Source: an optimization exercise on an open RTL-to-GDS flow (aim: small area and a short achievable clock period). Production flows keep margins and buffers that such runs may drop. Function was checked by simulation only, so behaviour that the tests miss may differ from the original. Power is estimated from default activity; no workload was simulated.

Design dmaSystemTop, start of the top module:
module dmaSystemTop #(
    parameter int imemWords = 64,
    parameter int memWords = 32
) (
    input wire logic clock,
    input wire logic reset,
    input wire logic progWrite,
    input wire logic [$clog2(imemWords)-1:0] progAddr,
    input wire logic [31:0] progData,
    input wire logic dmaRequest,
    input wire logic [64:0] dmaDescriptor,
    input wire logic diskLoad,
    input wire logic [$clog2(memWords*4)-1:0] diskLoadAddr,
    input wire logic [7:0] diskLoadByte,
    output logic [37:0] commit,
    output logic [41:0] byteStrobe,
    output logic busHeld,
    output logic dmaBusy,
    output logic dmaDone
);
==> flow/config.mk <==
export PLATFORM = sky130hd
export DESIGN_NAME = dmaSystemTop
export DESIGN_NICKNAME = dmaSystemTop
export VERILOG_FILES = /design/flow/design.v
export SDC_FILE = /design/flow/constraint.sdc
export NUM_CORES = 8
export LEC_CHECK = 0
export CAP_MARGIN = 20
export CORE_MARGIN = 2
export CORE_UTILIZATION = 45
export PLACE_DENSITY = 0.6
export SLEW_MARGIN = 20
==> flow/constraint.sdc <==
create_clock -name core_clock -period 10.0 [get_ports {clock}]
set_input_delay 2.0000 -clock core_clock [delete_from_list [all_inputs] [get_ports {clock}]]
set_output_delay 2.0000 -clock core_clock [all_outputs]
set_load 0.01 [all_outputs]
standard.sh (not shown) runs the stock make flow with config.mk's settings and CLKGATE_MAP_FILE= SYNTH_SCRIPT=/design/flow/synth_recipe.tcl, a recipe that flattens the netlist after the stock synthesis.
==> flow/flow/run.sh <==
#!/bin/bash
# The standard layout (standard.sh), with three changes to how it is made:
# timing repair aims 6.6 ns past the clock period's slack, the clock tree
# uses larger sink clusters and no dummy loads, and the port buffers start
# as buf_2 cells.
set -o pipefail
export SETUP_SLACK_MARGIN=6.6
export CTS_ARGS="-sink_clustering_enable -repair_clock_nets -sink_clustering_size 28 -sink_clustering_max_diameter 80 -dont_use_dummy_load"
export BUFFER_PORTS_ARGS="-buffer_cell sky130_fd_sc_hd__buf_2"
bash standard.sh > standard.log 2>&1
The starting point completed without violations.
Next try:
==> flow/flow/run.sh (replaced) <==
#!/bin/bash
# The standard layout (standard.sh), with two changes to how it is made:
# timing repair aims 6.6 ns past the clock period's slack, and the clock
# tree uses larger sink clusters and no dummy loads.
set -o pipefail
export SETUP_SLACK_MARGIN=6.6
export CTS_ARGS="-sink_clustering_enable -repair_clock_nets -sink_clustering_size 24 -sink_clustering_max_diameter 80 -dont_use_dummy_load"
bash standard.sh > standard.log 2>&1
--- a/flow/config.mk
+++ b/flow/config.mk
@@ -9,4 +9,4 @@
 export CORE_MARGIN = 2
-export CORE_UTILIZATION = 45
-export PLACE_DENSITY = 0.6
+export CORE_UTILIZATION = 50
+export PLACE_DENSITY = 0.65
 export SLEW_MARGIN = 20
=> Die area fell by 9.9%. Global-route usage rose by 4.5 points. Clock-buffer cell count rose by 20. Power rose by 0.96%. Flip-flop and latch count is unchanged. Fmax rose by 1.2%. Area after synthesis stays the same. Sequential power stays flat. Critical path depth fell by 5. Clock power rose by about 4%.
Next try:
==> flow/flow/run.sh (replaced) <==
#!/bin/bash
# The standard layout (standard.sh), with two changes to how it is made:
# timing repair aims 6.8 ns past the clock period's slack, and the clock
# tree uses larger sink clusters and no dummy loads.
set -o pipefail
export SETUP_SLACK_MARGIN=6.8
export CTS_ARGS="-sink_clustering_enable -repair_clock_nets -sink_clustering_size 24 -sink_clustering_max_diameter 80 -dont_use_dummy_load"
bash standard.sh > standard.log 2>&1
--- a/flow/config.mk
+++ b/flow/config.mk
@@ -9,4 +9,4 @@
 export CORE_MARGIN = 2
-export CORE_UTILIZATION = 50
-export PLACE_DENSITY = 0.65
+export CORE_UTILIZATION = 45
+export PLACE_DENSITY = 0.6
 export SLEW_MARGIN = 20
=>
- cell count rises by a few percent
- routed wire length rose slightly
- utilization is lower by 5.1 points
- final area rose slightly
- combinational power grows slightly
- worst hold slack loses 0.013 ns
- clock-buffer cell count is unchanged
Next try:
==> flow/flow/run.sh (replaced) <==
#!/bin/bash
# The standard layout (standard.sh), with two changes to how it is made:
# timing repair aims 6.3 ns past the clock period's slack, and the clock
# tree uses larger sink clusters and no dummy loads.
set -o pipefail
export SETUP_SLACK_MARGIN=6.3
export CTS_ARGS="-sink_clustering_enable -repair_clock_nets -sink_clustering_size 24 -sink_clustering_max_diameter 80 -dont_use_dummy_load"
bash standard.sh > standard.log 2>&1
Outcome:
- power went down by 1.3%
- final cell count hardly moves
- clock skew decreases by 0.021 ns


dmaSystemTop again, from the RTL that the note above started with.
// dmaSystemTop
module dmaSystemTop #(
    parameter int imemWords = 64,
    parameter int memWords = 32
) (
    input wire logic clock,
    input wire logic reset,
    input wire logic progWrite,
    input wire logic [$clog2(imemWords)-1:0] progAddr,
    input wire logic [31:0] progData,
    input wire logic dmaRequest,
    input wire logic [64:0] dmaDescriptor,
    input wire logic diskLoad,
    input wire logic [$clog2(memWords*4)-1:0] diskLoadAddr,
    input wire logic [7:0] diskLoadByte,
    output logic [37:0] commit,
    output logic [41:0] byteStrobe,
    output logic busHeld,
    output logic dmaBusy,
    output logic dmaDone
);
    logic [4:0] rsIndex;
    logic [4:0] rtIndex;
    logic [3:0] rsHigh;
    logic [7:0] rsLow;
    logic [3:0] rtHigh;
    logic [7:0] rtLow;
    logic [31:0] rsValue;
    logic [31:0] rtValue;
    logic regWrite;
    logic [4:0] regWriteIndex;
    logic [31:0] regWriteValue;
    logic acceptRequest;
    logic holdRequest;
    logic busyNext;
    logic holdAck;
    logic moveStart;
    logic moveLast;
    logic countZero;
    logic active;
    logic toRam;
    logic [6:0] address;
    logic [63:0] readSelect;
    logic pendingLoad;
    logic [6:0] pendingAddr;
    logic [7:0] pendingByte;
    logic [7:0] currentByte;
    logic [31:0] sourceWord;
    logic [31:0] ramWord;
    logic [31:0] diskWord;
    logic [31:0] ramSelect;
    logic [31:0] diskSelect;
    cpuPipeline i_cpuPipeline (
        .clock(clock),
        .reset(reset),
        .progWrite(progWrite),
        .progAddr(progAddr),
        .progData(progData),
        .holdRequest(holdRequest),
        .holdNext(busyNext),
        .rsValue(rsValue),
        .rtValue(rtValue),
        .holdAck(holdAck),
        .rsIndex(rsIndex),
        .rtIndex(rtIndex),
        .rsHigh(rsHigh),
        .rsLow(rsLow),
        .rtHigh(rtHigh),
        .rtLow(rtLow),
        .regWrite(regWrite),
        .regWriteIndex(regWriteIndex),
        .regWriteValue(regWriteValue),
        .commit(commit)
    );
    logic fill;
    always_ff @(posedge clock) begin
        fill <= reset;
    end
    registerFile i_registerFile (
        .clock(clock),
        .fill(fill),
        .rsIndex(rsIndex),
        .rtIndex(rtIndex),
        .rsHigh(rsHigh),
        .rsLow(rsLow),
  ...
export LEC_CHECK = 0
export CAP_MARGIN = 20
export CORE_MARGIN = 2
export CORE_UTILIZATION = 45
export PLACE_DENSITY = 0.6
export SLEW_MARGIN = 20
create_clock -name core_clock -period 10.0 [get_ports {clock}]
==> flow/flow/run.sh <==
#!/bin/bash
# The standard layout (standard.sh), with two changes to how it is made:
# timing repair aims 7.0 ns past the clock period's slack, and the clock
# tree uses larger sink clusters and no dummy loads.
set -o pipefail
export SETUP_SLACK_MARGIN=7.0
export CTS_ARGS="-sink_clustering_enable -repair_clock_nets -sink_clustering_size 24 -sink_clustering_max_diameter 80 -dont_use_dummy_load"
bash standard.sh > standard.log 2>&1
==> next run, changes <==
--- a/flow/flow/run.sh
+++ b/flow/flow/run.sh
@@ -3 +3 @@
-# timing repair aims 7.0 ns past the clock period's slack, and the clock
+# timing repair aims 6.6 ns past the clock period's slack, and the clock
@@ -6 +6 @@
-export SETUP_SLACK_MARGIN=7.0
+export SETUP_SLACK_MARGIN=6.6
After rerunning: Utilization is lower by 0.95 points; final area is lower by 1.9%; maximum frequency is higher by 2.7%.

## afterwards: timing with drivers on the ports
The results above use ideal ports. As a check the final layouts listed here were re-extracted and re-timed, cells and wires unchanged. Step 1 assumes that a clkbuf_16 drives the clock port and a buf_2 every other input. Step 2 times the ports against the registers' clock, not the clock port: input delays grow and output delays shrink by t, the midpoint of the rising clock arrivals with the driver on. Three values: ideal ports, drivers, drivers and shift; two values: the first two.
run | t, ns | setup slack, ns | clock arrival spread, ns
the first run of note 1 | 1.127 | 6.321 / 6.237 / 5.377 | 0.182 / 0.182
the second run of note 1 | 1.126 | 6.365 / 6.249 / 5.579 | 0.108 / 0.107
the third run of note 1 | 1.116 | 6.334 / 6.224 / 5.750 | 0.136 / 0.136
the fourth run of note 1 | 1.152 | 6.073 / 6.073 / 5.228 | 0.114 / 0.114
the first run of note 2 | 1.143 | 6.249 / 6.155 / 5.817 | 0.132 / 0.132
the second run of note 2 | 1.125 | 6.349 / 6.255 / 5.493 | 0.142 / 0.142
After both steps setup and hold are still met in every run listed. For the first run of note 1, which loses most, drivers alone change the setup slack by -0.084 ns; drivers and shift together by -0.944 ns.
